What follows belongs to an exercise in optimizing a design on an open flow for small area; a production flow would make more cautious choices. Function was checked by simulation only, so behaviour that the tests miss may differ from the original.

## flow/design.v (module list and top-level ports; edited modules follow where they fit)
// module mac_round_sat: 28 lines
// module mac_fa: 7 lines
// module mac_ha: 7 lines
// module mac_cpa: 317 lines
// module mac_nch_acc: 986 lines
module mac_nch_acc #(
    parameter int DW     = 18,
    parameter int CW     = 28,
    parameter int NCH    = 4,
    parameter int GUARD  = 2,
    parameter int OSHIFT = 24,
    parameter int OW     = 20
) (
    input  logic                         clk,
    input  logic                         rst,
    input  logic                         iv,
    input  logic [DW-1:0]                din,
    input  logic [CW-1:0]                cin,
    input  logic [((NCH <= 1) ? 1 : $clog2(NCH))-1:0]     ch,
    input  logic                         first,
    input  logic                         last,
    output logic [OW-1:0]                dout,
    output logic [((NCH <= 1) ? 1 : $clog2(NCH))-1:0]     och,
    output logic                         ov,
    output logic                         ovf
);
  // ...
==> flow/flow/run.sh <==
#!/bin/bash
# Layout flow: the standard flow (standard.sh, with the standard synthesis
# unchanged) with
#  - plain buf_1 port buffers instead of the default delay-cell port buffers,
#  - clock tree synthesis without dummy loads, with clkbuf_4 buffers and
#    clusters of at most 10 sinks within 40 um.
# Each make run's full output goes to its own log file in this folder; ORFS's
# per-step logs are under orfs/logs/.
set -euo pipefail
bash standard.sh synth > flow_synth.log 2>&1
bash standard.sh \
    "BUFFER_PORTS_ARGS=-buffer_cell sky130_fd_sc_hd__buf_1" \
    "CTS_ARGS=-sink_clustering_enable -repair_clock_nets -dont_use_dummy_load -buf_list sky130_fd_sc_hd__clkbuf_4 -sink_clustering_size 10 -sink_clustering_max_diameter 40" \
    finish > flow_layout.log 2>&1
==> flow/standard.sh <==
#!/bin/bash
# synth_recipe.tcl (not shown) runs the flow's synth.tcl, then flattens the netlist and writes it again
# the make line also repeats each setting of config.mk as NAME=value (left out here)
make -C /OpenROAD-flow-scripts/flow DESIGN_CONFIG=/design/flow/config.mk WORK_HOME=/design/flow/orfs CLKGATE_MAP_FILE= SYNTH_SCRIPT=/design/flow/synth_recipe.tcl "${@:-finish}"
==> flow/config.mk <==
export PLATFORM = sky130hd
export DESIGN_NAME = mac_nch_acc
export DESIGN_NICKNAME = mac_nch_acc
export VERILOG_FILES = /design/flow/design.v
export SDC_FILE = /design/flow/constraint.sdc
export NUM_CORES = 4
export LEC_CHECK = 0
export CAP_MARGIN = 20
export CORE_MARGIN = 2
export CORE_UTILIZATION = 60
export SLEW_MARGIN = 20
export SYNTH_HIERARCHICAL = 1
export SYNTH_MINIMUM_KEEP_SIZE = 0
==> flow/constraint.sdc <==
create_clock -name core_clock -period 7.5 [get_ports {clk}]
set_input_delay 1.5000 -clock core_clock [delete_from_list [all_inputs] [get_ports {clk}]]
set_output_delay 1.5000 -clock core_clock [all_outputs]
set_load 0.01 [all_outputs]
==> results.yml, run 1 <==
worst_setup_path:
  ff2ff_path_depth: 20
  cp_num_buf_inv: 2
  worst-r2r-setup-slack_ps: 570
  path_common_cell: "fa_1"
status:
  outcome: "finished clean"
final_layout:
  seq_cell_count: 361
  seqCellArea_mm2: 0.00932
  nFillCells: 3111
  nNonClkInverters: 92
synth:
  post-synth-top-count-cell: "nor2_1"
  synth_top_cell_by_area: "edfxtp_1"
  synth_common_cells: "260 x nor2_1, 252 x fa_1, 194 x a221oi_1"
floorplan:
  die_h_um: 201
  fp.dieW_um: 201
  num_rows: 72
clock_network:
  root_buffer: "clkbuf_4"
  post_cts_buffers: 0
place:
  gp_congestion: 0.953
sta:
  fmax_mhz: 144
  final-setup-viol-count: 0
grt:
  grt_max_degree: 49
drt:
  post_drt_wl_per_cell_um: 23.8
==> module mac_cpa, before the edit <==
module mac_cpa (input logic [47:0] a, b, output logic [47:0] s);
  logic [47:0] g0, p0;
  assign g0 = a & b;
  assign p0 = a ^ b;
  logic gg1, pp1;
  assign gg1 = g0[1] | (p0[1] & g0[0]);
  assign pp1 = p0[1] & p0[0];
  logic gg2, pp2;
  assign gg2 = g0[3] | (p0[3] & g0[2]);
  assign pp2 = p0[3] & p0[2];
  logic gg3, pp3;
  assign gg3 = g0[5] | (p0[5] & g0[4]);
  assign pp3 = p0[5] & p0[4];
  logic gg4, pp4;
  assign gg4 = g0[7] | (p0[7] & g0[6]);
  assign pp4 = p0[7] & p0[6];
  logic gg5, pp5;
  assign gg5 = g0[9] | (p0[9] & g0[8]);
  assign pp5 = p0[9] & p0[8];
  logic gg6, pp6;
  assign gg6 = g0[11] | (p0[11] & g0[10]);
  assign pp6 = p0[11] & p0[10];
  logic gg7, pp7;
  assign gg7 = g0[13] | (p0[13] & g0[12]);
  assign pp7 = p0[13] & p0[12];
  logic gg8, pp8;
  assign gg8 = g0[15] | (p0[15] & g0[14]);
  assign pp8 = p0[15] & p0[14];
  logic gg9, pp9;
  assign gg9 = g0[17] | (p0[17] & g0[16]);
  assign pp9 = p0[17] & p0[16];
  logic gg10, pp10;
  assign gg10 = g0[19] | (p0[19] & g0[18]);
  assign pp10 = p0[19] & p0[18];
  logic gg11, pp11;
  assign gg11 = g0[21] | (p0[21] & g0[20]);
  assign pp11 = p0[21] & p0[20];
  logic gg12, pp12;
  assign gg12 = g0[23] | (p0[23] & g0[22]);
  assign pp12 = p0[23] & p0[22];
  logic gg13, pp13;
  assign gg13 = g0[25] | (p0[25] & g0[24]);
  assign pp13 = p0[25] & p0[24];
  logic gg14, pp14;
  assign gg14 = g0[27] | (p0[27] & g0[26]);
  assign pp14 = p0[27] & p0[26];
  logic gg15, pp15;
  assign gg15 = g0[29] | (p0[29] & g0[28]);
  assign pp15 = p0[29] & p0[28];
  logic gg16, pp16;
  assign gg16 = g0[31] | (p0[31] & g0[30]);
  assign pp16 = p0[31] & p0[30];
  logic gg17, pp17;
  assign gg17 = g0[33] | (p0[33] & g0[32]);
  assign pp17 = p0[33] & p0[32];
  logic gg18, pp18;
  assign gg18 = g0[35] | (p0[35] & g0[34]);
  assign pp18 = p0[35] & p0[34];
  logic gg19, pp19;
  assign gg19 = g0[37] | (p0[37] & g0[36]);
  assign pp19 = p0[37] & p0[36];
  logic gg20, pp20;
  assign gg20 = g0[39] | (p0[39] & g0[38]);
  assign pp20 = p0[39] & p0[38];
  logic gg21, pp21;
  assign gg21 = g0[41] | (p0[41] & g0[40]);
  assign pp21 = p0[41] & p0[40];
  logic gg22, pp22;
  assign gg22 = g0[43] | (p0[43] & g0[42]);
  assign pp22 = p0[43] & p0[42];
  logic gg23, pp23;
  assign gg23 = g0[45] | (p0[45] & g0[44]);
  assign pp23 = p0[45] & p0[44];
  logic gg24, pp24;
  assign gg24 = g0[47] | (p0[47] & g0[46]);
  assign pp24 = p0[47] & p0[46];
  logic gg25, pp25;
  assign gg25 = gg2 | (pp2 & gg1);
  assign pp25 = pp2 & pp1;
  logic gg26, pp26;
  assign gg26 = gg4 | (pp4 & gg3);
  assign pp26 = pp4 & pp3;
  logic gg27, pp27;
  assign gg27 = gg6 | (pp6 & gg5);
  assign pp27 = pp6 & pp5;
  logic gg28, pp28;
  assign gg28 = gg8 | (pp8 & gg7);
  assign pp28 = pp8 & pp7;
  logic gg29, pp29;
  assign gg29 = gg10 | (pp10 & gg9);
  assign pp29 = pp10 & pp9;
  logic gg30, pp30;
  assign gg30 = gg12 | (pp12 & gg11);
  assign pp30 = pp12 & pp11;
  logic gg31, pp31;
  assign gg31 = gg14 | (pp14 & gg13);
  assign pp31 = pp14 & pp13;
  logic gg32, pp32;
  assign gg32 = gg16 | (pp16 & gg15);
  assign pp32 = pp16 & pp15;
  logic gg33, pp33;
  assign gg33 = gg18 | (pp18 & gg17);
  assign pp33 = pp18 & pp17;
  logic gg34, pp34;
  assign gg34 = gg20 | (pp20 & gg19);
  assign pp34 = pp20 & pp19;
  logic gg35, pp35;
  assign gg35 = gg22 | (pp22 & gg21);
  assign pp35 = pp22 & pp21;
  logic gg36, pp36;
  assign gg36 = gg24 | (pp24 & gg23);
  assign pp36 = pp24 & pp23;
  logic gg37, pp37;
  assign gg37 = gg26 | (pp26 & gg25);
  assign pp37 = pp26 & pp25;
  logic gg38, pp38;
  assign gg38 = gg28 | (pp28 & gg27);
  assign pp38 = pp28 & pp27;
  logic gg39, pp39;
  assign gg39 = gg30 | (pp30 & gg29);
  assign pp39 = pp30 & pp29;
  logic gg40, pp40;
  assign gg40 = gg32 | (pp32 & gg31);
  assign pp40 = pp32 & pp31;
  logic gg41, pp41;
  assign gg41 = gg34 | (pp34 & gg33);
  assign pp41 = pp34 & pp33;
  logic gg42, pp42;
  assign gg42 = gg36 | (pp36 & gg35);
  assign pp42 = pp36 & pp35;
  logic gg43, pp43;
  assign gg43 = gg38 | (pp38 & gg37);
  assign pp43 = pp38 & pp37;
  logic gg44, pp44;
  assign gg44 = gg40 | (pp40 & gg39);
  assign pp44 = pp40 & pp39;
  logic gg45, pp45;
  assign gg45 = gg42 | (pp42 & gg41);
  assign pp45 = pp42 & pp41;
  logic gg46, pp46;
  assign gg46 = gg44 | (pp44 & gg43);
  assign pp46 = pp44 & pp43;
  logic gg47, pp47;
  assign gg47 = gg45 | (pp45 & gg46);
  assign pp47 = pp45 & pp46;
  logic gg48, pp48;
  assign gg48 = gg39 | (pp39 & gg43);
  assign pp48 = pp39 & pp43;
  logic gg49, pp49;
  assign gg49 = gg41 | (pp41 & gg46);
  assign pp49 = pp41 & pp46;
  logic gg50, pp50;
  assign gg50 = gg27 | (pp27 & gg37);
  assign pp50 = pp27 & pp37;
  logic gg51, pp51;
  assign gg51 = gg29 | (pp29 & gg43);
  assign pp51 = pp29 & pp43;
  logic gg52, pp52;
  assign gg52 = gg31 | (pp31 & gg48);
  assign pp52 = pp31 & pp48;
  logic gg53, pp53;
  assign gg53 = gg33 | (pp33 & gg46);
  assign pp53 = pp33 & pp46;
  logic gg54, pp54;
  assign gg54 = gg35 | (pp35 & gg49);
  assign pp54 = pp35 & pp49;
  logic gg55, pp55;
  assign gg55 = gg3 | (pp3 & gg25);
  assign pp55 = pp3 & pp25;
  logic gg56, pp56;
  assign gg56 = gg5 | (pp5 & gg37);
  assign pp56 = pp5 & pp37;
  logic gg57, pp57;
  assign gg57 = gg7 | (pp7 & gg50);
  assign pp57 = pp7 & pp50;
  logic gg58, pp58;
  assign gg58 = gg9 | (pp9 & gg43);
  assign pp58 = pp9 & pp43;
  logic gg59, pp59;
  assign gg59 = gg11 | (pp11 & gg51);
  assign pp59 = pp11 & pp51;
  logic gg60, pp60;
  assign gg60 = gg13 | (pp13 & gg48);
  assign pp60 = pp13 & pp48;
  logic gg61, pp61;
  assign gg61 = gg15 | (pp15 & gg52);
  assign pp61 = pp15 & pp52;
  logic gg62, pp62;
  assign gg62 = gg17 | (pp17 & gg46);
  assign pp62 = pp17 & pp46;
  logic gg63, pp63;
  assign gg63 = gg19 | (pp19 & gg53);
  assign pp63 = pp19 & pp53;
  logic gg64, pp64;
  assign gg64 = gg21 | (pp21 & gg49);
  assign pp64 = pp21 & pp49;
  logic gg65, pp65;
  assign gg65 = gg23 | (pp23 & gg54);
  assign pp65 = pp23 & pp54;
  logic gg66, pp66;
  assign gg66 = g0[2] | (p0[2] & gg1);
  assign pp66 = p0[2] & pp1;
  logic gg67, pp67;
  assign gg67 = g0[4] | (p0[4] & gg25);
  assign pp67 = p0[4] & pp25;
  logic gg68, pp68;
  assign gg68 = g0[6] | (p0[6] & gg55);
  assign pp68 = p0[6] & pp55;
  logic gg69, pp69;
  assign gg69 = g0[8] | (p0[8] & gg37);
  assign pp69 = p0[8] & pp37;
  logic gg70, pp70;
  assign gg70 = g0[10] | (p0[10] & gg56);
  assign pp70 = p0[10] & pp56;
  logic gg71, pp71;
  assign gg71 = g0[12] | (p0[12] & gg50);
  assign pp71 = p0[12] & pp50;
  logic gg72, pp72;
  assign gg72 = g0[14] | (p0[14] & gg57);
  assign pp72 = p0[14] & pp57;
  logic gg73, pp73;
  assign gg73 = g0[16] | (p0[16] & gg43);
  assign pp73 = p0[16] & pp43;
  logic gg74, pp74;
  assign gg74 = g0[18] | (p0[18] & gg58);
  assign pp74 = p0[18] & pp58;
  logic gg75, pp75;
  assign gg75 = g0[20] | (p0[20] & gg51);
  assign pp75 = p0[20] & pp51;
  logic gg76, pp76;
  assign gg76 = g0[22] | (p0[22] & gg59);
  assign pp76 = p0[22] & pp59;
  logic gg77, pp77;
  assign gg77 = g0[24] | (p0[24] & gg48);
  assign pp77 = p0[24] & pp48;
  logic gg78, pp78;
  assign gg78 = g0[26] | (p0[26] & gg60);
  assign pp78 = p0[26] & pp60;
  logic gg79, pp79;
  assign gg79 = g0[28] | (p0[28] & gg52);
  assign pp79 = p0[28] & pp52;
  logic gg80, pp80;
  assign gg80 = g0[30] | (p0[30] & gg61);
  assign pp80 = p0[30] & pp61;
  logic gg81, pp81;
  assign gg81 = g0[32] | (p0[32] & gg46);
  assign pp81 = p0[32] & pp46;
  logic gg82, pp82;
  assign gg82 = g0[34] | (p0[34] & gg62);
  assign pp82 = p0[34] & pp62;
  logic gg83, pp83;
  assign gg83 = g0[36] | (p0[36] & gg53);
  assign pp83 = p0[36] & pp53;
  logic gg84, pp84;
  assign gg84 = g0[38] | (p0[38] & gg63);
  assign pp84 = p0[38] & pp63;
  logic gg85, pp85;
  assign gg85 = g0[40] | (p0[40] & gg49);
  assign pp85 = p0[40] & pp49;
  logic gg86, pp86;
  assign gg86 = g0[42] | (p0[42] & gg64);
  assign pp86 = p0[42] & pp64;
  logic gg87, pp87;
  assign gg87 = g0[44] | (p0[44] & gg54);
  assign pp87 = p0[44] & pp54;
  logic gg88, pp88;
  assign gg88 = g0[46] | (p0[46] & gg65);
  assign pp88 = p0[46] & pp65;
  assign s[0] = p0[0];
  assign s[1] = p0[1] ^ g0[0];
  assign s[2] = p0[2] ^ gg1;
  assign s[3] = p0[3] ^ gg66;
  assign s[4] = p0[4] ^ gg25;
  assign s[5] = p0[5] ^ gg67;
  assign s[6] = p0[6] ^ gg55;
  assign s[7] = p0[7] ^ gg68;
  assign s[8] = p0[8] ^ gg37;
  assign s[9] = p0[9] ^ gg69;
  assign s[10] = p0[10] ^ gg56;
  assign s[11] = p0[11] ^ gg70;
  assign s[12] = p0[12] ^ gg50;
  assign s[13] = p0[13] ^ gg71;
  assign s[14] = p0[14] ^ gg57;
  assign s[15] = p0[15] ^ gg72;
  assign s[16] = p0[16] ^ gg43;
  assign s[17] = p0[17] ^ gg73;
  assign s[18] = p0[18] ^ gg58;
  assign s[19] = p0[19] ^ gg74;
  assign s[20] = p0[20] ^ gg51;
  assign s[21] = p0[21] ^ gg75;
  assign s[22] = p0[22] ^ gg59;
  assign s[23] = p0[23] ^ gg76;
  assign s[24] = p0[24] ^ gg48;
  assign s[25] = p0[25] ^ gg77;
  assign s[26] = p0[26] ^ gg60;
  assign s[27] = p0[27] ^ gg78;
  assign s[28] = p0[28] ^ gg52;
  assign s[29] = p0[29] ^ gg79;
  assign s[30] = p0[30] ^ gg61;
  assign s[31] = p0[31] ^ gg80;
  assign s[32] = p0[32] ^ gg46;
  assign s[33] = p0[33] ^ gg81;
  assign s[34] = p0[34] ^ gg62;
  assign s[35] = p0[35] ^ gg82;
  assign s[36] = p0[36] ^ gg53;
  assign s[37] = p0[37] ^ gg83;
  assign s[38] = p0[38] ^ gg63;
  assign s[39] = p0[39] ^ gg84;
  assign s[40] = p0[40] ^ gg49;
  assign s[41] = p0[41] ^ gg85;
  assign s[42] = p0[42] ^ gg64;
  assign s[43] = p0[43] ^ gg86;
  assign s[44] = p0[44] ^ gg54;
  assign s[45] = p0[45] ^ gg87;
  assign s[46] = p0[46] ^ gg65;
  assign s[47] = p0[47] ^ gg88;
endmodule
==> run 2, diff against run 1 <==
--- a/flow/design.v
+++ b/flow/design.v
@@ -36,19 +36,33 @@
 module mac_ha (
     input  logic a, b,
     output logic s, co
 );
     assign s  = a ^ b;
     assign co = a & b;
 endmodule
 module mac_cpa (input logic [47:0] a, b, output logic [47:0] s);
-  logic [47:0] g0, p0;
-  assign g0 = a & b;
-  assign p0 = a ^ b;
+  logic [10:0] rc;
+  assign rc[0] = 1'b0;
+  mac_fa u_r0 (.a(a[0]), .b(b[0]), .c(rc[0]), .s(s[0]), .co(rc[1]));
+  mac_fa u_r1 (.a(a[1]), .b(b[1]), .c(rc[1]), .s(s[1]), .co(rc[2]));
+  mac_fa u_r2 (.a(a[2]), .b(b[2]), .c(rc[2]), .s(s[2]), .co(rc[3]));
+  mac_fa u_r3 (.a(a[3]), .b(b[3]), .c(rc[3]), .s(s[3]), .co(rc[4]));
+  mac_fa u_r4 (.a(a[4]), .b(b[4]), .c(rc[4]), .s(s[4]), .co(rc[5]));
+  mac_fa u_r5 (.a(a[5]), .b(b[5]), .c(rc[5]), .s(s[5]), .co(rc[6]));
+  mac_fa u_r6 (.a(a[6]), .b(b[6]), .c(rc[6]), .s(s[6]), .co(rc[7]));
+  mac_fa u_r7 (.a(a[7]), .b(b[7]), .c(rc[7]), .s(s[7]), .co(rc[8]));
+  mac_fa u_r8 (.a(a[8]), .b(b[8]), .c(rc[8]), .s(s[8]), .co(rc[9]));
+  mac_fa u_r9 (.a(a[9]), .b(b[9]), .c(rc[9]), .s(s[9]), .co(rc[10]));
+  logic [38:0] g0, p0;
+  assign g0[0] = rc[10];
+  assign p0[0] = 1'b0;
+  assign g0[38:1] = a[47:10] & b[47:10];
+  assign p0[38:1] = a[47:10] ^ b[47:10];
   logic gg1, pp1;
   assign gg1 = g0[1] | (p0[1] & g0[0]);
   assign pp1 = p0[1] & p0[0];
   logic gg2, pp2;
   assign gg2 = g0[3] | (p0[3] & g0[2]);
   assign pp2 = p0[3] & p0[2];
   logic gg3, pp3;
   assign gg3 = g0[5] | (p0[5] & g0[4]);
@@ -97,270 +111,200 @@
   assign pp17 = p0[33] & p0[32];
   logic gg18, pp18;
   assign gg18 = g0[35] | (p0[35] & g0[34]);
   assign pp18 = p0[35] & p0[34];
   logic gg19, pp19;
   assign gg19 = g0[37] | (p0[37] & g0[36]);
   assign pp19 = p0[37] & p0[36];
   logic gg20, pp20;
-  assign gg20 = g0[39] | (p0[39] & g0[38]);
-  assign pp20 = p0[39] & p0[38];
+  assign gg20 = gg2 | (pp2 & gg1);
+  assign pp20 = pp2 & pp1;
   logic gg21, pp21;
-  assign gg21 = g0[41] | (p0[41] & g0[40]);
-  assign pp21 = p0[41] & p0[40];
+  assign gg21 = gg4 | (pp4 & gg3);
+  assign pp21 = pp4 & pp3;
   logic gg22, pp22;
-  assign gg22 = g0[43] | (p0[43] & g0[42]);
-  assign pp22 = p0[43] & p0[42];
+  assign gg22 = gg6 | (pp6 & gg5);
+  assign pp22 = pp6 & pp5;
   logic gg23, pp23;
-  assign gg23 = g0[45] | (p0[45] & g0[44]);
-  assign pp23 = p0[45] & p0[44];
+  assign gg23 = gg8 | (pp8 & gg7);
+  assign pp23 = pp8 & pp7;
   logic gg24, pp24;
-  assign gg24 = g0[47] | (p0[47] & g0[46]);
-  assign pp24 = p0[47] & p0[46];
+  assign gg24 = gg10 | (pp10 & gg9);
+  assign pp24 = pp10 & pp9;
   logic gg25, pp25;
-  assign gg25 = gg2 | (pp2 & gg1);
-  assign pp25 = pp2 & pp1;
+  assign gg25 = gg12 | (pp12 & gg11);
+  assign pp25 = pp12 & pp11;
   logic gg26, pp26;
-  assign gg26 = gg4 | (pp4 & gg3);
-  assign pp26 = pp4 & pp3;
+  assign gg26 = gg14 | (pp14 & gg13);
+  assign pp26 = pp14 & pp13;
   logic gg27, pp27;
-  assign gg27 = gg6 | (pp6 & gg5);
-  assign pp27 = pp6 & pp5;
+  assign gg27 = gg16 | (pp16 & gg15);
+  assign pp27 = pp16 & pp15;
   logic gg28, pp28;
-  assign gg28 = gg8 | (pp8 & gg7);
-  assign pp28 = pp8 & pp7;
+  assign gg28 = gg18 | (pp18 & gg17);
+  assign pp28 = pp18 & pp17;
   logic gg29, pp29;
-  assign gg29 = gg10 | (pp10 & gg9);
-  assign pp29 = pp10 & pp9;
+  assign gg29 = gg21 | (pp21 & gg20);
+  assign pp29 = pp21 & pp20;
   logic gg30, pp30;
-  assign gg30 = gg12 | (pp12 & gg11);
-  assign pp30 = pp12 & pp11;
+  assign gg30 = gg23 | (pp23 & gg22);
+  assign pp30 = pp23 & pp22;
   logic gg31, pp31;
-  assign gg31 = gg14 | (pp14 & gg13);
-  assign pp31 = pp14 & pp13;
+  assign gg31 = gg25 | (pp25 & gg24);
+  assign pp31 = pp25 & pp24;
   logic gg32, pp32;
-  assign gg32 = gg16 | (pp16 & gg15);
-  assign pp32 = pp16 & pp15;
+  assign gg32 = gg27 | (pp27 & gg26);
+  assign pp32 = pp27 & pp26;
   logic gg33, pp33;
-  assign gg33 = gg18 | (pp18 & gg17);
-  assign pp33 = pp18 & pp17;
+  assign gg33 = gg30 | (pp30 & gg29);
+  assign pp33 = pp30 & pp29;
   logic gg34, pp34;
-  assign gg34 = gg20 | (pp20 & gg19);
-  assign pp34 = pp20 & pp19;
+  assign gg34 = gg32 | (pp32 & gg31);
+  assign pp34 = pp32 & pp31;
   logic gg35, pp35;
-  assign gg35 = gg22 | (pp22 & gg21);
-  assign pp35 = pp22 & pp21;
+  assign gg35 = gg34 | (pp34 & gg33);
+  assign pp35 = pp34 & pp33;
   logic gg36, pp36;
-  assign gg36 = gg24 | (pp24 & gg23);
-  assign pp36 = pp24 & pp23;
+  assign gg36 = gg31 | (pp31 & gg33);
+  assign pp36 = pp31 & pp33;
   logic gg37, pp37;
-  assign gg37 = gg26 | (pp26 & gg25);
-  assign pp37 = pp26 & pp25;
+  assign gg37 = gg22 | (pp22 & gg29);
+  assign pp37 = pp22 & pp29;
   logic gg38, pp38;
-  assign gg38 = gg28 | (pp28 & gg27);
-  assign pp38 = pp28 & pp27;
+  assign gg38 = gg24 | (pp24 & gg33);
+  assign pp38 = pp24 & pp33;
   logic gg39, pp39;
-  assign gg39 = gg30 | (pp30 & gg29);
-  assign pp39 = pp30 & pp29;
+  assign gg39 = gg26 | (pp26 & gg36);
+  assign pp39 = pp26 & pp36;
   logic gg40, pp40;
-  assign gg40 = gg32 | (pp32 & gg31);
-  assign pp40 = pp32 & pp31;
+  assign gg40 = gg28 | (pp28 & gg35);
+  assign pp40 = pp28 & pp35;
   logic gg41, pp41;
-  assign gg41 = gg34 | (pp34 & gg33);
-  assign pp41 = pp34 & pp33;
+  assign gg41 = gg3 | (pp3 & gg20);
+  assign pp41 = pp3 & pp20;
   logic gg42, pp42;
-  assign gg42 = gg36 | (pp36 & gg35);
-  assign pp42 = pp36 & pp35;
+  assign gg42 = gg5 | (pp5 & gg29);
+  assign pp42 = pp5 & pp29;
   logic gg43, pp43;
-  assign gg43 = gg38 | (pp38 & gg37);
-  assign pp43 = pp38 & pp37;
+  assign gg43 = gg7 | (pp7 & gg37);
+  assign pp43 = pp7 & pp37;
   logic gg44, pp44;
-  assign gg44 = gg40 | (pp40 & gg39);
-  assign pp44 = pp40 & pp39;
+  assign gg44 = gg9 | (pp9 & gg33);
+  assign pp44 = pp9 & pp33;
   logic gg45, pp45;
-  assign gg45 = gg42 | (pp42 & gg41);
-  assign pp45 = pp42 & pp41;
+  assign gg45 = gg11 | (pp11 & gg38);
+  assign pp45 = pp11 & pp38;
   logic gg46, pp46;
-  assign gg46 = gg44 | (pp44 & gg43);
-  assign pp46 = pp44 & pp43;
+  assign gg46 = gg13 | (pp13 & gg36);
+  assign pp46 = pp13 & pp36;
   logic gg47, pp47;
-  assign gg47 = gg45 | (pp45 & gg46);
-  assign pp47 = pp45 & pp46;
+  assign gg47 = gg15 | (pp15 & gg39);
+  assign pp47 = pp15 & pp39;
   logic gg48, pp48;
-  assign gg48 = gg39 | (pp39 & gg43);
-  assign pp48 = pp39 & pp43;
+  assign gg48 = gg17 | (pp17 & gg35);
+  assign pp48 = pp17 & pp35;
   logic gg49, pp49;
-  assign gg49 = gg41 | (pp41 & gg46);
-  assign pp49 = pp41 & pp46;
+  assign gg49 = gg19 | (pp19 & gg40);
+  assign pp49 = pp19 & pp40;
   logic gg50, pp50;
-  assign gg50 = gg27 | (pp27 & gg37);
-  assign pp50 = pp27 & pp37;
+  assign gg50 = g0[2] | (p0[2] & gg1);
+  assign pp50 = p0[2] & pp1;
   logic gg51, pp51;
-  assign gg51 = gg29 | (pp29 & gg43);
-  assign pp51 = pp29 & pp43;
+  assign gg51 = g0[4] | (p0[4] & gg20);
+  assign pp51 = p0[4] & pp20;
   logic gg52, pp52;
-  assign gg52 = gg31 | (pp31 & gg48);
-  assign pp52 = pp31 & pp48;
+  assign gg52 = g0[6] | (p0[6] & gg41);
+  assign pp52 = p0[6] & pp41;
   logic gg53, pp53;
-  assign gg53 = gg33 | (pp33 & gg46);
-  assign pp53 = pp33 & pp46;
+  assign gg53 = g0[8] | (p0[8] & gg29);
+  assign pp53 = p0[8] & pp29;
   logic gg54, pp54;
-  assign gg54 = gg35 | (pp35 & gg49);
-  assign pp54 = pp35 & pp49;
+  assign gg54 = g0[10] | (p0[10] & gg42);
+  assign pp54 = p0[10] & pp42;
   logic gg55, pp55;
-  assign gg55 = gg3 | (pp3 & gg25);
-  assign pp55 = pp3 & pp25;
+  assign gg55 = g0[12] | (p0[12] & gg37);
+  assign pp55 = p0[12] & pp37;
   logic gg56, pp56;
-  assign gg56 = gg5 | (pp5 & gg37);
-  assign pp56 = pp5 & pp37;
+  assign gg56 = g0[14] | (p0[14] & gg43);
+  assign pp56 = p0[14] & pp43;
   logic gg57, pp57;
-  assign gg57 = gg7 | (pp7 & gg50);
-  assign pp57 = pp7 & pp50;
+  assign gg57 = g0[16] | (p0[16] & gg33);
+  assign pp57 = p0[16] & pp33;
   logic gg58, pp58;
-  assign gg58 = gg9 | (pp9 & gg43);
-  assign pp58 = pp9 & pp43;
+  assign gg58 = g0[18] | (p0[18] & gg44);
+  assign pp58 = p0[18] & pp44;
   logic gg59, pp59;
-  assign gg59 = gg11 | (pp11 & gg51);
-  assign pp59 = pp11 & pp51;
+  assign gg59 = g0[20] | (p0[20] & gg38);
+  assign pp59 = p0[20] & pp38;
   logic gg60, pp60;
-  assign gg60 = gg13 | (pp13 & gg48);
-  assign pp60 = pp13 & pp48;
+  assign gg60 = g0[22] | (p0[22] & gg45);
+  assign pp60 = p0[22] & pp45;
   logic gg61, pp61;
-  assign gg61 = gg15 | (pp15 & gg52);
-  assign pp61 = pp15 & pp52;
+  assign gg61 = g0[24] | (p0[24] & gg36);
+  assign pp61 = p0[24] & pp36;
   logic gg62, pp62;
-  assign gg62 = gg17 | (pp17 & gg46);
-  assign pp62 = pp17 & pp46;
+  assign gg62 = g0[26] | (p0[26] & gg46);
+  assign pp62 = p0[26] & pp46;
   logic gg63, pp63;
-  assign gg63 = gg19 | (pp19 & gg53);
-  assign pp63 = pp19 & pp53;
+  assign gg63 = g0[28] | (p0[28] & gg39);
+  assign pp63 = p0[28] & pp39;
   logic gg64, pp64;
-  assign gg64 = gg21 | (pp21 & gg49);
-  assign pp64 = pp21 & pp49;
+  assign gg64 = g0[30] | (p0[30] & gg47);
+  assign pp64 = p0[30] & pp47;
   logic gg65, pp65;
-  assign gg65 = gg23 | (pp23 & gg54);
-  assign pp65 = pp23 & pp54;
+  assign gg65 = g0[32] | (p0[32] & gg35);
+  assign pp65 = p0[32] & pp35;
   logic gg66, pp66;
-  assign gg66 = g0[2] | (p0[2] & gg1);
-  assign pp66 = p0[2] & pp1;
+  assign gg66 = g0[34] | (p0[34] & gg48);
+  assign pp66 = p0[34] & pp48;
   logic gg67, pp67;
-  assign gg67 = g0[4] | (p0[4] & gg25);
-  assign pp67 = p0[4] & pp25;
+  assign gg67 = g0[36] | (p0[36] & gg40);
+  assign pp67 = p0[36] & pp40;
   logic gg68, pp68;
-  assign gg68 = g0[6] | (p0[6] & gg55);
-  assign pp68 = p0[6] & pp55;
-  logic gg69, pp69;
-  assign gg69 = g0[8] | (p0[8] & gg37);
-  assign pp69 = p0[8] & pp37;
-  logic gg70, pp70;
-  assign gg70 = g0[10] | (p0[10] & gg56);
-  assign pp70 = p0[10] & pp56;
-  logic gg71, pp71;
-  assign gg71 = g0[12] | (p0[12] & gg50);
-  assign pp71 = p0[12] & pp50;
-  logic gg72, pp72;
-  assign gg72 = g0[14] | (p0[14] & gg57);
-  assign pp72 = p0[14] & pp57;
-  logic gg73, pp73;
-  assign gg73 = g0[16] | (p0[16] & gg43);
-  assign pp73 = p0[16] & pp43;
-  logic gg74, pp74;
-  assign gg74 = g0[18] | (p0[18] & gg58);
-  assign pp74 = p0[18] & pp58;
-  logic gg75, pp75;
-  assign gg75 = g0[20] | (p0[20] & gg51);
-  assign pp75 = p0[20] & pp51;
-  logic gg76, pp76;
-  assign gg76 = g0[22] | (p0[22] & gg59);
-  assign pp76 = p0[22] & pp59;
-  logic gg77, pp77;
-  assign gg77 = g0[24] | (p0[24] & gg48);
-  assign pp77 = p0[24] & pp48;
-  logic gg78, pp78;
-  assign gg78 = g0[26] | (p0[26] & gg60);
-  assign pp78 = p0[26] & pp60;
-  logic gg79, pp79;
-  assign gg79 = g0[28] | (p0[28] & gg52);
-  assign pp79 = p0[28] & pp52;
-  logic gg80, pp80;
-  assign gg80 = g0[30] | (p0[30] & gg61);
-  assign pp80 = p0[30] & pp61;
-  logic gg81, pp81;
-  assign gg81 = g0[32] | (p0[32] & gg46);
-  assign pp81 = p0[32] & pp46;
-  logic gg82, pp82;
-  assign gg82 = g0[34] | (p0[34] & gg62);
-  assign pp82 = p0[34] & pp62;
-  logic gg83, pp83;
-  assign gg83 = g0[36] | (p0[36] & gg53);
-  assign pp83 = p0[36] & pp53;
-  logic gg84, pp84;
-  assign gg84 = g0[38] | (p0[38] & gg63);
-  assign pp84 = p0[38] & pp63;
-  logic gg85, pp85;
-  assign gg85 = g0[40] | (p0[40] & gg49);
-  assign pp85 = p0[40] & pp49;
-  logic gg86, pp86;
-  assign gg86 = g0[42] | (p0[42] & gg64);
-  assign pp86 = p0[42] & pp64;
-  logic gg87, pp87;
-  assign gg87 = g0[44] | (p0[44] & gg54);
-  assign pp87 = p0[44] & pp54;
-  logic gg88, pp88;
-  assign gg88 = g0[46] | (p0[46] & gg65);
-  assign pp88 = p0[46] & pp65;
-  assign s[0] = p0[0];
-  assign s[1] = p0[1] ^ g0[0];
-  assign s[2] = p0[2] ^ gg1;
-  assign s[3] = p0[3] ^ gg66;
-  assign s[4] = p0[4] ^ gg25;
-  assign s[5] = p0[5] ^ gg67;
-  assign s[6] = p0[6] ^ gg55;
-  assign s[7] = p0[7] ^ gg68;
-  assign s[8] = p0[8] ^ gg37;
-  assign s[9] = p0[9] ^ gg69;
-  assign s[10] = p0[10] ^ gg56;
-  assign s[11] = p0[11] ^ gg70;
-  assign s[12] = p0[12] ^ gg50;
-  assign s[13] = p0[13] ^ gg71;
-  assign s[14] = p0[14] ^ gg57;
-  assign s[15] = p0[15] ^ gg72;
-  assign s[16] = p0[16] ^ gg43;
-  assign s[17] = p0[17] ^ gg73;
-  assign s[18] = p0[18] ^ gg58;
-  assign s[19] = p0[19] ^ gg74;
-  assign s[20] = p0[20] ^ gg51;
-  assign s[21] = p0[21] ^ gg75;
-  assign s[22] = p0[22] ^ gg59;
-  assign s[23] = p0[23] ^ gg76;
-  assign s[24] = p0[24] ^ gg48;
-  assign s[25] = p0[25] ^ gg77;
-  assign s[26] = p0[26] ^ gg60;
-  assign s[27] = p0[27] ^ gg78;
-  assign s[28] = p0[28] ^ gg52;
-  assign s[29] = p0[29] ^ gg79;
-  assign s[30] = p0[30] ^ gg61;
-  assign s[31] = p0[31] ^ gg80;
-  assign s[32] = p0[32] ^ gg46;
-  assign s[33] = p0[33] ^ gg81;
-  assign s[34] = p0[34] ^ gg62;
-  assign s[35] = p0[35] ^ gg82;
-  assign s[36] = p0[36] ^ gg53;
-  assign s[37] = p0[37] ^ gg83;
-  assign s[38] = p0[38] ^ gg63;
-  assign s[39] = p0[39] ^ gg84;
-  assign s[40] = p0[40] ^ gg49;
-  assign s[41] = p0[41] ^ gg85;
-  assign s[42] = p0[42] ^ gg64;
-  assign s[43] = p0[43] ^ gg86;
-  assign s[44] = p0[44] ^ gg54;
-  assign s[45] = p0[45] ^ gg87;
-  assign s[46] = p0[46] ^ gg65;
-  assign s[47] = p0[47] ^ gg88;
+  assign gg68 = g0[38] | (p0[38] & gg49);
+  assign pp68 = p0[38] & pp49;
+  assign s[10] = p0[1] ^ g0[0];
+  assign s[11] = p0[2] ^ gg1;
+  assign s[12] = p0[3] ^ gg50;
+  assign s[13] = p0[4] ^ gg20;
+  assign s[14] = p0[5] ^ gg51;
+  assign s[15] = p0[6] ^ gg41;
+  assign s[16] = p0[7] ^ gg52;
+  assign s[17] = p0[8] ^ gg29;
+  assign s[18] = p0[9] ^ gg53;
+  assign s[19] = p0[10] ^ gg42;
+  assign s[20] = p0[11] ^ gg54;
+  assign s[21] = p0[12] ^ gg37;
+  assign s[22] = p0[13] ^ gg55;
+  assign s[23] = p0[14] ^ gg43;
+  assign s[24] = p0[15] ^ gg56;
+  assign s[25] = p0[16] ^ gg33;
+  assign s[26] = p0[17] ^ gg57;
+  assign s[27] = p0[18] ^ gg44;
+  assign s[28] = p0[19] ^ gg58;
+  assign s[29] = p0[20] ^ gg38;
+  assign s[30] = p0[21] ^ gg59;
+  assign s[31] = p0[22] ^ gg45;
+  assign s[32] = p0[23] ^ gg60;
+  assign s[33] = p0[24] ^ gg36;
+  assign s[34] = p0[25] ^ gg61;
+  assign s[35] = p0[26] ^ gg46;
+  assign s[36] = p0[27] ^ gg62;
+  assign s[37] = p0[28] ^ gg39;
+  assign s[38] = p0[29] ^ gg63;
+  assign s[39] = p0[30] ^ gg47;
+  assign s[40] = p0[31] ^ gg64;
+  assign s[41] = p0[32] ^ gg35;
+  assign s[42] = p0[33] ^ gg65;
+  assign s[43] = p0[34] ^ gg48;
+  assign s[44] = p0[35] ^ gg66;
+  assign s[45] = p0[36] ^ gg40;
+  assign s[46] = p0[37] ^ gg67;
+  assign s[47] = p0[38] ^ gg49;
 endmodule
 module mac_nch_acc #(
     parameter int DW     = 18,
     parameter int CW     = 28,
     parameter int NCH    = 4,
     parameter int GUARD  = 2,
     parameter int OSHIFT = 24,
     parameter int OW     = 20
@@ -378,17 +322,16 @@
     output logic                         ov,
     output logic                         ovf
 );
     localparam int AW = DW + CW + GUARD;    
     localparam int NR = DW / 2;             
     localparam int HW = AW - OSHIFT;        
     logic              v1, f1, l1;
     logic [1:0]        ch1;
-    logic [3:0]        rd1;              
     logic [NR-1:0]     one, two, m1;
     logic              m2t;              
     logic [CW-1:0]     c1;
     logic [NR-1:0]     rone, rtwo, rm1;
     logic              rm2t;
     always_comb begin
         logic cy, s0, s1;
         cy = 1'b0;
@@ -405,37 +348,37 @@
         rm1[NR-1]  = din[DW-1] & (din[DW-2] ^ cy);
         rm2t       = din[DW-1] & ~din[DW-2] & ~cy;
     end
     always_ff @(posedge clk or posedge rst) begin
         if (rst) v1 <= 1'b0;
         else     v1 <= iv;
     end
     always_ff @(posedge clk) begin
-        rd1 <= rdsel;
         f1  <= first;
         l1  <= last;
         ch1 <= ch;
         one <= rone;
         two <= rtwo;
         m1  <= rm1;
         m2t <= rm2t;
         c1  <= cin;
     end
     logic [AW-1:0] acc0, acc1, acc2, acc3;
-    logic [3:0]    z, znext, rdsel;
-    logic [AW-1:0] arow, sum;
+    logic [3:0]    z;
+    logic [AW-1:0] accsel, arow, sum;
     always_comb begin
-        znext = z;
-        if (v1) znext[ch1] = 1'b0;
-        for (int c = 0; c < 4; c++)
-            rdsel[c] = (ch == 2'(c)) & ~first & ~znext[c];
+        case (ch1)
+            2'd0:    accsel = acc0;
+            2'd1:    accsel = acc1;
+            2'd2:    accsel = acc2;
+            default: accsel = acc3;
+        endcase
     end
-    assign arow = ~(({AW{rd1[0]}} & ~acc0) | ({AW{rd1[1]}} & ~acc1) |
-                    ({AW{rd1[2]}} & ~acc2) | ({AW{rd1[3]}} & ~acc3));
+    assign arow = (f1 | z[ch1]) ? '1 : accsel;
     logic [NR-1:0]    m2, ppt, neg;
     logic [NR*CW-1:0] pp;
     assign m2 = {m2t, {(NR-1){1'b0}}};
     always_comb begin
         for (int i = 0; i < NR; i++) begin
             for (int j = 0; j < CW; j++)
                 pp[i*CW+j] = ~((one[i] & c1[j]) | (m1[i] & ~c1[j]) |
                                (two[i] & ((j == 0) ? 1'b0 : c1[j-1])) |
@@ -1279,17 +1222,17 @@
     always_ff @(posedge clk) begin
         if (v1 && ch1 == 2'd0) acc0 <= sum;
         if (v1 && ch1 == 2'd1) acc1 <= sum;
         if (v1 && ch1 == 2'd2) acc2 <= sum;
         if (v1 && ch1 == 2'd3) acc3 <= sum;
     end
     always_ff @(posedge clk or posedge rst) begin
         if (rst) z <= 4'hf;
-        else     z <= znext;
+        else if (v1) z[ch1] <= 1'b0;
     end
     logic          v2;
     logic [1:0]    ch2;
     logic [HW-1:0] h2;
     logic          b2, o2;
     always_ff @(posedge clk or posedge rst) begin
         if (rst) v2 <= 1'b0;
         else     v2 <= v1 & l1;
==> flow/config.mk (replaced) <==
export PLATFORM = sky130hd
export DESIGN_NAME = mac_nch_acc
export DESIGN_NICKNAME = mac_nch_acc
export VERILOG_FILES = /design/flow/design.v
export SDC_FILE = /design/flow/constraint.sdc
export NUM_CORES = 4
export LEC_CHECK = 0
export ABC_AREA = 1
export CAP_MARGIN = 20
export CORE_MARGIN = 2
export CORE_UTILIZATION = 70
export SLEW_MARGIN = 20
export SYNTH_HIERARCHICAL = 1
export SYNTH_MINIMUM_KEEP_SIZE = 0
==> run 2 against run 1 <==
Against the previous run:
- still clean
- worst hold slack improved by 29 ps
- clock-buffer cell count fell by 6
- die area fell by 12%
- non-clock buffer count rose by 14
- critical path type unchanged
- largest cell class unchanged
- fmax fell by 4.1%
- core utilization rose by 11 points
==> results.yml, run 2 <==
status:
  outcome: "finished clean"
grt:
  grt_max_degree: 49
  grt_pass1_vias: 18900
  grt_util_all_layers_pct: 41.0
  grt_pass1_wl_um: 109000
  overflow: 0
  antenna_found_initial: 4
synth:
  synthArstFlopShare_pct: 8.94
  ys.flop_type: "edfxtp_1"
  synth_area_leaders: "edfxtp_1 24%, fa_1 22%, dfxtp_1 11%, ha_1 5.6%, nand2_1 5.2%"
  synthesis.area_mm2: 0.0238
  avgSynthCellArea_um2: 9.85
  synth_common_cells: "327 x nand2_1, 257 x fa_1, 235 x inv_1"
  post-synth-top-count-cell: "nand2_1"
  syn_nets: 2834
  synth_cell_types: 40
  yosysSeqAreaShare_pct: 38.9
  synth_top_cell_by_area: "edfxtp_1"
  synth_edf_count: 192
  ys_warn_count: 7
  synth_top_area_share_pct: 24.2
  synthCells: 2417
  synth_seq_cells: 358
worst_setup_path:
  path_common_cell: "fa_1"
  path_max_fanout: 14
  max_stage_delay_ps: 520
  cp-end-kind: "flip-flop"
  cp_data_required_time_ps: 7930
  critPathKind: "reg2reg"
  worstSetupStartpointType: "flip-flop"
  cp_slowest_cell: "fa_1"
  arrival_ps: 7660
floorplan:
  fp.dieW_um: 188
  core_mm2: 0.0335
  fp.dieArea_mm2: 0.0355
  die_h_um: 188
  start_util_pct: 71.0
  ioPinCount: 77
  num_rows: 67
clock_network:
  cts_made_buffers: 46
  path_clk_slew_ps: 100
  root_buffer: "clkbuf_4"
  clock-sinks: 358
  ctsHoldBuffers: 0
  clk_latency_ps: 770
  cts_max_level: 2
  cts_tree: "yes"
  cts_buffer_depth: 3
drt:
  wl_met3_um: 9730
  maxUsedRoutingLayer: "met4"
  wl_met1_um: 26900
  dr_wl_met2_um: 31000
  postRouteAntennaNets: 0
  vias: 18900
  post_drt_wl_per_cell_um: 24.6
  first_iter_violations: 2586
  wl_um: 71500
  drc_errors: 0
  viasPerCell: 6.52
  first_pass_iters: 6
hold_path:
  hold_class: "reg2reg"
sta:
  totalNegativeSetupSlack_ps: 0
  period_needed_ps: 7220
  fmax_mhz: 138
  finClkSkew_ps: 75.2
  post-route-period-util_pct: 96.3
  hold_violations: 0
  report.final.slew_viol_count: 0
  slew_headroom_pct: 21.6
  tightest_slew_ps: 1180
  final-setup-viol-count: 0
final_layout:
  final_common_cell: "nand2_1"
  nFillCells: 2318
  nNetsFinal: 2870
  multiInputGateArea_mm2: 0.0128
  final_cell_mix: "326 x nand2_1, 253 x fa_1, 234 x inv_1, 230 x a21oi_1, 192 x edfxtp_1"
  syn2layout_area_growth_pct: 4.79
  drive_gt1_share_pct: 8.28
  seqCellArea_mm2: 0.00926
  final_cells: 2903
place:
  gp_congestion: 1.04
  hpwl_um: 51700
  dp_cells: 2847
  numPortBuffers: 76
run:
  drv_cap: 0
[run 2: metrics by stage]
step	util, %	hold WS [ps]	worst slack [ps]	area [um^2]
6_report	74.4	321	276	24900
5_1_grt	74.4	320	-10.2	24900
4_1_cts	74.1	322	42.7	24900
3_5_place_dp	73.1	312	117	24500
3_3_place_gp	73.1	310	326	24500
2_1_floorplan	-	310	562	23800
[run 2: worst paths after layout]
path / startpoint / end / slack, ps / depth (start not counted)
setup / recovery: ch1[0] / acc0[40] / 280 / 30
hold / removal: ch3[1] / ch4[1] / 320 / 0
setup reg to reg: ch1[0] / acc0[40] / 280 / 30
hold reg to reg: ch3[1] / ch4[1] / 320 / 0
max in group asynchronous: rst / dout[6] / 6240 / 2
min in group asynchronous: rst / och[0] / 800 / 2
[run 2: critical path, delay by kind of cell (launching register included)]
kind	cells	cell delay (ps)
fa+ha+maj	11	4400
flops	1	390
simple gates	16	1510
xor+xnor	1	180
buf+inv	2	400
[run 2: metal layers]
metal	vias up	global-route usage, %
met3	298	11.0
met1	8960	56.0
li1	8146	-
met2	1520	62.5
met4	0	17.8
met5	-	0
[run 2: final cells by class]
class | instances | area share (%)
diodes | 4 | 0.0401
clock buffers | 46 | 1.38
inverters | 255 | 3.84
multi-input cells | 1625 | 51.5
flip-flops and latches | 358 | 37.1
well taps | 448 | 2.25
repair buffers | 167 | 3.90
[run 2: what timing repair did]
action,CTS,global route
setup buffers,0,6
setup endpoints to repair,0,49
gates resized for setup,0,9
[run 2: Yosys stat by module, one instance, submodules excluded, excerpt]
module | area [um^2] | cells inside
mac_ha | 12.5 | 1
mac_cpa | 1650 | 222
mac_nch_acc | 16300 | 1795
mac_fa | 20.0 | 1
[run 2: cell families after synthesis]
logic type,share of synthesized area [%]
xor+xnor,0.993
compound gates,12.3
other cells,0.0158
fa+ha+maj,27.2
mux,1.09
flops,38.9
buf+inv,7.49
simple gates,12.0

separate check: timing with driven ports:
The flow's constraints put no driver on any port. The routed layouts listed below were extracted and timed again, unchanged, in two steps. Step 1, drivers: a clkbuf_16 drives clk and a buf_2 each remaining input, both assumed. Step 2 adds t to the input delays and takes it off the output delays; t is the mean of the earliest and latest rising clock arrival at the registers after step 1. Input paths then give back, and output paths get back, about the clock's delay inside the block. Three values: ideal, step 1, step 2; two values: the first two.
| run | shift t [ns] | setup WS [ns] | slew at the worst register clock pin (ns) |
|---|---|---|---|
| run 1 | 0.796 | 0.575 / 0.575 / 0.575 | 0.11 / 0.11 |
| run 2 | 0.785 | 0.276 / 0.276 / 0.276 | 0.11 / 0.11 |
After both steps every run listed still meets setup and hold.
